Background: an optimization exercise with open tools, aiming at small area. Do not read the settings as production practice. In this exercise RTL edits were held to simulation tests only and were not proved equivalent to the original. Power is estimated from default activity; no workload was simulated.

## Q
==> module pio_rdmux, before the edit <==
module pio_rdmux #(
   parameter int N = 16
) (
   input  wire logic [N-1:0] sel,
   input  wire logic [N-1:0] din,
   output logic              dout
);
   assign dout = |(sel & din);
endmodule
clock: 5.0 ns
lec_check: 0
cap_margin: 20
core_margin: 2
core_utilization: 40
setup_slack_margin: 0.15
slew_margin: 20
synth_hierarchical: 1
standard.sh (not shown) runs the stock make flow with config.mk's settings and CLKGATE_MAP_FILE= SYNTH_SCRIPT=/design/flow/synth_recipe.tcl, a recipe that flattens the netlist after the stock synthesis.
==> flow/flow/run.sh <==
#!/bin/bash
# Standard layout with three changes: combinational cells start at their
# smallest drive strength after floorplan (repair then upsizes where timing,
# slew or load needs it), ports are buffered with buf_1, and CTS inserts no
# dummy loads.
set -e
F=$(cd "$(dirname "${BASH_SOURCE[0]}")" && pwd)
export POST_FLOORPLAN_TCL=$F/downsize.tcl
export BUFFER_PORTS_ARGS="-buffer_cell sky130_fd_sc_hd__buf_1"
export CTS_ARGS="-sink_clustering_enable -repair_clock_nets -dont_use_dummy_load -sink_clustering_size 30 -sink_clustering_max_diameter 80"
cp standard.sh standard_sh.log
bash standard.sh > standard.log 2>&1
==> flow/flow/downsize.tcl <==
# Swap every cell to the smallest-area drive variant of the same function
# (same base name and pins); later repair upsizes where needed.
set db [ord::get_db]
set block [ord::get_db_block]
set dont_use {}
if { [info exists ::env(DONT_USE_CELLS)] } { set dont_use $::env(DONT_USE_CELLS) }
set variants [dict create]
foreach lib [$db getLibs] {
  foreach m [$lib getMasters] {
    set n [$m getName]
    if { [regexp {^(sky130_fd_sc_hd__[a-z0-9]+)_([0-9]+)$} $n -> base drv] } {
      if { [lsearch -exact $dont_use $n] >= 0 } { continue }
      if { [get_lib_cells -quiet */$n] eq "" } { continue }
      dict lappend variants $base $m
    }
  }
}
set swapped 0
set saved 0.0
foreach inst [$block getInsts] {
  set m [$inst getMaster]
  set n [$m getName]
  if { ![regexp {^(sky130_fd_sc_hd__[a-z0-9]+)_([0-9]+)$} $n -> base drv] } { continue }
  if { ![dict exists $variants $base] } { continue }
  set best $m
  set best_area [expr { [$m getWidth] * [$m getHeight] }]
  foreach c [dict get $variants $base] {
    set a [expr { [$c getWidth] * [$c getHeight] }]
    if { $a < $best_area } {
      set same 1
      set pins {}
      foreach t [$m getMTerms] { lappend pins [$t getName] }
      set cpins {}
      foreach t [$c getMTerms] { lappend cpins [$t getName] }
      if { [lsort $pins] ne [lsort $cpins] } { continue }
      set best $c
      set best_area $a
    }
  }
  if { $best ne $m } {
    set saved [expr { $saved + ([$m getWidth] * [$m getHeight] - $best_area) / 1e6 }]
    replace_cell [$inst getName] [$best getName]
    incr swapped
  }
}
puts "downsize: swapped $swapped cells, saved [format %.1f $saved] um2"
Q | stages: all done | timing, DRC, antenna: all pass
Modified inputs, P compared to Q
-- flow/design.v --
<<< Q, line 54
`timescale 1ns/1ps
`default_nettype none
module pio_rdmux #(
   parameter int N = 16
>>> P, line 54
`timescale 1ns/1ps
`default_nettype none
module pio_aoi222 (
   input  wire logic [2:0] s,
   input  wire logic [2:0] a,
   output logic            y
);
   assign y = ~|(s & a);
endmodule
module pio_rdmux #(
   parameter int N = 16
<<< Q, line 61
   output logic              dout
);
   assign dout = |(sel & din);
endmodule
`default_nettype wire
>>> P, line 68
   output logic              dout
);
   localparam int G = N / 3;
   localparam int R = N - 3 * G;
   logic [G-1:0] yn;
   logic         rn;
   for (genvar g = 0; g < G; g++) begin : g_grp
      pio_aoi222 aoi (.s(sel[3*g +: 3]), .a(din[3*g +: 3]), .y(yn[g]));
   end
   if (R == 0) begin : g_r0
      assign rn = 1'b1;
   end else begin : g_rn
      assign rn = ~|(sel[N-1 -: R] & din[N-1 -: R]);
   end
   assign dout = ~&{yn, rn};
endmodule
`default_nettype wire
Notes after the runs:
Higher sequential share of cell area was reported by P, not Q.
Delta (P minus Q): power now larger, signal arrival time at the worst endpoint +0.07 ns, final cell utilization of the core moved up, portion of total power attributed to combinational logic rose by 0.5 points.
From P to Q, flip-flop and latch count did not move at all.
Comparing the two runs side by side, P comes out behind Q on setup slack.

==> port drivers added, routing unchanged <==
The flow's constraints put no driver on any port. The routed layouts listed below were extracted and timed again, unchanged, in two steps.
Step 1: set_driving_cell puts a clkbuf_16 on clk and a buf_2 on each other input, an assumption about the parent block.
Step 2 moves the port delays by t, midway between the first and last clock arrival at a register: inputs arrive t later, outputs are due t later. That takes back most of the time a late clock gives input paths.
a / b / c = ideal / step 1 / step 2; a / b = the first two.
| run | t (ns) | setup WS [ns] | latest minus earliest clock arrival (ns) |
|---|---|---|---|
| Q | 0.663 | 0.352 / 0.281 / 0.940 | 0.085 / 0.085 |
| P | 0.656 | 0.275 / 0.203 / 0.859 | 0.123 / 0.124 |
After both steps every run listed still meets setup and hold.
